Context: an optimization exercise on an open-source flow, tuned for small area and a short achievable clock period. The choices shown serve that exercise and are no tape-out recipe. Function was checked by simulation only, so behaviour that the tests miss may differ from the original. Power and IR drop assume default switching activity.

==> flow/design.v <==
`default_nettype none
`timescale 1ns/1ps
package sparcPkg;
    localparam int WordWidth = 32;      
    localparam int RegAddrWidth = 5;
    localparam int RegCount = 32;       
    localparam logic [RegAddrWidth-1:0] ZeroReg = 5'd0;    
    localparam logic [RegAddrWidth-1:0] LinkReg = 5'd15;   
    typedef enum logic [1:0]
    {
        fmtBranch = 2'd0,    
        fmtCall   = 2'd1,
        fmtArith  = 2'd2,    
        fmtMemory = 2'd3     
    } instrFormat;
    typedef enum logic [3:0]
    {
        aluAdd   = 4'd0,
        aluAddc  = 4'd1,
        aluSub   = 4'd2,
        aluSubc  = 4'd3,
        aluAnd   = 4'd4,
        aluOr    = 4'd5,
        aluXor   = 4'd6,
        aluXnor  = 4'd7,
        aluAndn  = 4'd8,
        aluOrn   = 4'd9,
        aluSll   = 4'd10,
        aluSrl   = 4'd11,
        aluSra   = 4'd12,
        aluPassB = 4'd14     
    } aluOp;
    typedef enum logic [1:0]
    {
        sizeByte = 2'd0,
        sizeHalf = 2'd1,
        sizeWord = 2'd2
    } memSize;
endpackage
`default_nettype wire
`default_nettype none
`timescale 1ns/1ps
import sparcPkg::*;
module instructionDecoder
(
    input wire [WordWidth-1:0] instr,
    output logic jmplInstr,
    output logic storeInstr,
    output logic signExtend,
    output logic loadInstr,
    output logic regWrite,
    output logic modifyCc,
    output logic callInstr,
    output logic branchInstr,
    output logic annul,
    output logic dataMemEnable,
    output logic [3:0] aluSel,
    output logic [1:0] accessSize,
    output logic [RegAddrWidth-1:0] destReg
);
    logic [1:0] format;
    logic [5:0] op3;         
    logic [3:0] arithCode;   
    assign format = instr[31:30];
    assign op3 = instr[24:19];
    assign arithCode = instr[22:19];
    always_comb
    begin
        jmplInstr = 1'b0;
        storeInstr = 1'b0;
        signExtend = 1'b0;
        loadInstr = 1'b0;
        regWrite = 1'b0;
        modifyCc = 1'b0;
        callInstr = 1'b0;
        branchInstr = 1'b0;
        annul = 1'b0;
        dataMemEnable = 1'b0;
        aluSel = aluAdd;
        accessSize = sizeByte;
        destReg = instr[29:25];   
        case (format)
            fmtCall:
            begin
                callInstr = 1'b1;
                regWrite = 1'b1;
                destReg = LinkReg;   
            end
            fmtBranch:
            begin
                if (instr == '0)
                begin
                end
                else if (instr[24:22] != 3'd4)
                begin
                    branchInstr = 1'b1;
                    annul = instr[29];   
                end
                else
                begin
                    regWrite = 1'b1;   
                    aluSel = aluPassB;
                end
            end
            fmtArith:
            begin
                regWrite = 1'b1;
                if (op3 == 6'd56)
                begin
                    jmplInstr = 1'b1;   
                    aluSel = aluAdd;
                end
                else
                begin
                    modifyCc = instr[23];   
                    case (arithCode)
                        4'd0: aluSel = aluAdd;
                        4'd8: aluSel = aluAddc;
                        4'd4: aluSel = aluSub;
                        4'd12: aluSel = aluSubc;
                        4'd1: aluSel = aluAnd;
                        4'd2: aluSel = aluOr;
                        4'd3: aluSel = aluXor;
                        4'd5: aluSel = instr[24] ? aluSll : aluAndn;
                        4'd6: aluSel = instr[24] ? aluSrl : aluOrn;
                        4'd7: aluSel = instr[24] ? aluSra : aluXnor;
                        default: aluSel = aluAdd;   
                    endcase
                end
            end
            fmtMemory:
            begin
                dataMemEnable = 1'b1;
                case (op3)
                    6'd9:
                    begin
                        loadInstr = 1'b1;   
                        signExtend = 1'b1;
                        accessSize = sizeByte;
                    end
                    6'd10:
                    begin
                        loadInstr = 1'b1;   
                        signExtend = 1'b1;
                        accessSize = sizeHalf;
                    end
                    6'd0:
                    begin
                        loadInstr = 1'b1;
                        accessSize = sizeWord;
                    end
                    6'd1: loadInstr = 1'b1;   
                    6'd2:
                    begin
                        loadInstr = 1'b1;   
                        accessSize = sizeHalf;
                    end
                    6'd5: storeInstr = 1'b1;   
                    6'd6:
                    begin
                        storeInstr = 1'b1;
                        accessSize = sizeHalf;
                    end
                    6'd4:
                    begin
                        storeInstr = 1'b1;
                        accessSize = sizeWord;
                    end
                    default: accessSize = sizeByte;   
                endcase
                regWrite = loadInstr;   
            end
        endcase
    end
endmodule
`default_nettype wire
`default_nettype none
`timescale 1ns/1ps
import sparcPkg::*;
module readAddressDecoder
(
    input wire [RegAddrWidth-1:0] addr,
    output logic [RegCount-1:1] sel
);
    always_comb
    begin
        for (int i = 1; i < RegCount; i++)
            sel[i] = addr == RegAddrWidth'(i);
    end
endmodule
`default_nettype wire
`default_nettype none
`timescale 1ns/1ps
module registerSlot
(
    input wire write,
    input wire hold,
    input wire d,
    input wire q,
    output logic y
);
    assign y = (write & d) | (hold & q);
endmodule
`default_nettype wire
`default_nettype none
`timescale 1ns/1ps
module readAoi222
(
    input wire a0, input wire b0,
    input wire a1, input wire b1,
    input wire a2, input wire b2,
    output logic y
);
    assign y = ~((a0 & b0) | (a1 & b1) | (a2 & b2));
endmodule
module readNand2
(
    input wire a, input wire b,
    output logic y
);
    assign y = ~(a & b);
endmodule
module readAnd4
(
    input wire a, input wire b, input wire c, input wire d,
    output logic y
);
    assign y = a & b & c & d;
endmodule
module readAnd3
(
    input wire a, input wire b, input wire c,
    output logic y
);
    assign y = a & b & c;
endmodule
module readNand3
(
    input wire a, input wire b, input wire c,
    output logic y
);
    assign y = ~(a & b & c);
endmodule
module registerReadCombiner
(
    input wire [31:1] sel,
    input wire [31:1] data,
    output logic y
);
    wire [10:0] n;   
    for (genvar g = 0; g < 10; g++)
    begin : gAoi
        readAoi222 aoi (
            .a0(sel[3*g+1]), .b0(data[3*g+1]),
            .a1(sel[3*g+2]), .b1(data[3*g+2]),
            .a2(sel[3*g+3]), .b2(data[3*g+3]),
            .y(n[g])
        );
    end
    readNand2 last (.a(sel[31]), .b(data[31]), .y(n[10]));
    wire [2:0] m;
    readAnd4 c0 (.a(n[0]), .b(n[1]), .c(n[2]), .d(n[3]), .y(m[0]));
    readAnd4 c1 (.a(n[4]), .b(n[5]), .c(n[6]), .d(n[7]), .y(m[1]));
    readAnd3 c2 (.a(n[8]), .b(n[9]), .c(n[10]), .y(m[2]));
    readNand3 c3 (.a(m[0]), .b(m[1]), .c(m[2]), .y(y));
endmodule
`default_nettype wire
`default_nettype none
`timescale 1ns/1ps
import sparcPkg::*;
module registerFile
(
    input wire Clk,
    input wire reset,
    input wire writeEnable,
    input wire [RegAddrWidth-1:0] writeAddr,
    input wire [WordWidth-1:0] writeData,
    input wire [RegAddrWidth-1:0] readAddrA,
    input wire [RegAddrWidth-1:0] readAddrB,
    input wire [RegAddrWidth-1:0] readAddrC,
    output logic [WordWidth-1:0] portA,
    output logic [WordWidth-1:0] portB,
    output logic [WordWidth-1:0] portC
);
    logic [WordWidth-1:0] word [1:RegCount-1];
    logic [WordWidth-1:0] writeValue;
    logic [RegCount-1:1] wrSel, wrHold;
    always_comb
    begin
        writeValue = reset ? '0 : writeData;
        for (int i = 1; i < RegCount; i++)
        begin
            wrSel[i] = reset || (writeEnable && writeAddr == RegAddrWidth'(i));
            wrHold[i] = !wrSel[i];
        end
    end
    for (genvar i = 1; i < RegCount; i++)
    begin : gWord
        wire [WordWidth-1:0] next;
        for (genvar b = 0; b < WordWidth; b++)
        begin : gBit
            registerSlot slot (.write(wrSel[i]), .hold(wrHold[i]), .d(writeValue[b]),
                               .q(word[i][b]), .y(next[b]));
        end
        always_ff @(posedge Clk)
            word[i] <= next;
    end
    localparam int Groups = 2;
    localparam int GroupBits = WordWidth / Groups;
    for (genvar g = 0; g < Groups; g++)
    begin : gGroup
        wire [RegCount-1:1] selA, selB, selC;
        readAddressDecoder decA (.addr(readAddrA), .sel(selA));
        readAddressDecoder decB (.addr(readAddrB), .sel(selB));
        readAddressDecoder decC (.addr(readAddrC), .sel(selC));
        for (genvar k = 0; k < GroupBits; k++)
        begin : gBit
            localparam int b = g * GroupBits + k;
            wire [RegCount-1:1] column;
            for (genvar i = 1; i < RegCount; i++)
            begin : gReg
                assign column[i] = word[i][b];
            end
            registerReadCombiner readA (.sel(selA), .data(column), .y(portA[b]));
            registerReadCombiner readB (.sel(selB), .data(column), .y(portB[b]));
            registerReadCombiner readC (.sel(selC), .data(column), .y(portC[b]));
        end
    end
endmodule
`default_nettype wire
`default_nettype none
`timescale 1ns/1ps
import sparcPkg::*;
module decodeStage
(
    input wire Clk,
    input wire reset,
    input wire [WordWidth-1:0] instr,
    input wire writeEnable,
    input wire [RegAddrWidth-1:0] writeAddr,
    input wire [WordWidth-1:0] writeData,
    input wire [RegAddrWidth-1:0] readAddrA,
    input wire [RegAddrWidth-1:0] readAddrB,
    input wire [RegAddrWidth-1:0] readAddrC,
    output logic jmplInstr,
    output logic storeInstr,
    output logic signExtend,
    output logic loadInstr,
    output logic regWrite,
    output logic modifyCc,
    output logic callInstr,
    output logic branchInstr,
    output logic annul,
    output logic dataMemEnable,
    output logic [3:0] aluSel,
    output logic [1:0] accessSize,
    output logic [RegAddrWidth-1:0] destReg,
    output logic [WordWidth-1:0] portA,
    output logic [WordWidth-1:0] portB,
    output logic [WordWidth-1:0] portC
);
    instructionDecoder instructionDecoder_i (
        .instr(instr),
        .jmplInstr(jmplInstr),
        .storeInstr(storeInstr),
        .signExtend(signExtend),
        .loadInstr(loadInstr),
        .regWrite(regWrite),
        .modifyCc(modifyCc),
        .callInstr(callInstr),
        .branchInstr(branchInstr),
        .annul(annul),
        .dataMemEnable(dataMemEnable),
        .aluSel(aluSel),
        .accessSize(accessSize),
        .destReg(destReg)
    );
    registerFile registerFile_i (
        .Clk(Clk),
        .reset(reset),
        .writeEnable(writeEnable),
        .writeAddr(writeAddr),
        .writeData(writeData),
        .readAddrA(readAddrA),
        .readAddrB(readAddrB),
        .readAddrC(readAddrC),
        .portA(portA),
        .portB(portB),
        .portC(portC)
    );
endmodule
`default_nettype wire
==> flow/config.mk <==
export PLATFORM = sky130hd
export DESIGN_NAME = decodeStage
export DESIGN_NICKNAME = decodeStage
export VERILOG_FILES = /design/flow/design.v
export SDC_FILE = /design/flow/constraint.sdc
export NUM_CORES = 8
export LEC_CHECK = 0
export CAP_MARGIN = 20
export CORE_MARGIN = 2
export CORE_UTILIZATION = 32
export PLACE_DENSITY = 0.3
export SETUP_SLACK_MARGIN = 2.2
export SLEW_MARGIN = 20
export SYNTH_HIERARCHICAL = 1
==> flow/constraint.sdc <==
create_clock -name core_clock -period 7.0 [get_ports {Clk}]
set_input_delay 1.4000 -clock core_clock [delete_from_list [all_inputs] [get_ports {Clk}]]
set_output_delay 1.4000 -clock core_clock [all_outputs]
set_load 0.01 [all_outputs]
standard.sh (not shown) runs the stock make flow with config.mk's settings and CLKGATE_MAP_FILE= SYNTH_SCRIPT=/design/flow/synth_recipe.tcl, a recipe that flattens the netlist after the stock synthesis.
==> flow/flow/run.sh <==
#!/bin/bash
# The standard layout (standard.sh: the standard flow's synthesis and ORFS flow) with:
# - plain buffers, instead of delay cells, on the ports, the smallest one
#   on ports off the read paths (io_buffers.tcl);
# - global placement that weighs more of the critical nets, and more;
# - a clock tree of small buffers in larger clusters, without dummy loads.
set -euo pipefail
here=$(cd "$(dirname "$0")" && pwd)
bash standard.sh \
  "BUFFER_PORTS_ARGS=-buffer_cell sky130_fd_sc_hd__buf_4" \
  "GLOBAL_PLACEMENT_ARGS=-timing_driven_net_weight_max 5 -timing_driven_nets_percentage 30" \
  "POST_GLOBAL_PLACE_TCL=$here/io_buffers.tcl" \
  "CTS_ARGS=-sink_clustering_enable -repair_clock_nets -dont_use_dummy_load -sink_clustering_size 20 -sink_clustering_max_diameter 50 -buf_list {sky130_fd_sc_hd__clkbuf_4 sky130_fd_sc_hd__clkbuf_8}" \
  finish > standard_flow.log 2>&1
==> flow/flow/io_buffers.tcl <==
# After global placement: the buffers of ports off the read paths (instr,
# the write port, reset, and the decoder's outputs) become the smallest
# buffer. The read addresses and read data keep their larger buffers.
set block [ord::get_db_block]
set n 0
foreach bterm [$block getBTerms] {
  set name [$bterm getName]
  if {[regexp {^(readAddr[ABC]|port[ABC]|Clk)} $name]} continue
  set net [$bterm getNet]
  if {$net eq "NULL"} continue
  foreach it [$net getITerms] {
    set inst [$it getInst]
    if {[[$inst getMaster] getName] eq "sky130_fd_sc_hd__buf_4"} {
      replace_cell [$inst getName] sky130_fd_sc_hd__buf_1
      incr n
    }
  }
}
puts "io_buffers.tcl: $n port buffers made buf_1"
Rerun with:
--- a/flow/flow/run.sh
+++ b/flow/flow/run.sh
@@ -4,3 +4,2 @@
 #   on ports off the read paths (io_buffers.tcl);
-# - global placement that weighs more of the critical nets, and more;
 # - a clock tree of small buffers in larger clusters, without dummy loads.
@@ -10,3 +9,2 @@
   "BUFFER_PORTS_ARGS=-buffer_cell sky130_fd_sc_hd__buf_4" \
-  "GLOBAL_PLACEMENT_ARGS=-timing_driven_net_weight_max 5 -timing_driven_nets_percentage 30" \
   "POST_GLOBAL_PLACE_TCL=$here/io_buffers.tcl" \
What happened: Wire length grows by 0.72%; area after synthesis is unchanged; setup slack gets worse by 0.0064 ns; global-route usage came out higher by 0.13 points; utilization rose by 0.26 points.
Rerun with:
- PLACE_DENSITY: 0.3 -> 0.4
Setup slack got worse by 0.024 ns.
Register-to-register slack improved by 0.06 ns.
Power falls by 0.31%.
Via count rises by 1.6%.
Sequential share of layout area falls by 0.44 points.
Wire length rises by 0.48%.
Non-clock buffer count rises by 30.

what the ideal ports hide:
No port has a modelled driver above. Below, the same layouts with a new extraction and two added sets of constraints. Step 1 assumes that a clkbuf_16 drives the clock port and a buf_2 every other input. Step 2 times the ports against the registers' clock, not the clock port: input delays grow and output delays shrink by t, the midpoint of the rising clock arrivals with the driver on. a / b / c = no drivers / after step 1 / after step 2; a / b = the first two.
| run | shift t [ns] | setup WS [ns] | cell pins on the clock port's net |
|---|---|---|---|
| the first run | 0.956 | 2.117 / 1.969 / 1.969 | 1 |
| the second run | 0.956 | 2.110 / 1.950 / 1.950 | 1 |
| the third run | 0.957 | 2.087 / 1.919 / 1.919 | 1 |
After both steps setup and hold are still met in every run listed. The setup slack of the third run, which loses most, moves by -0.168 ns with the drivers and by -0.168 ns with both steps.
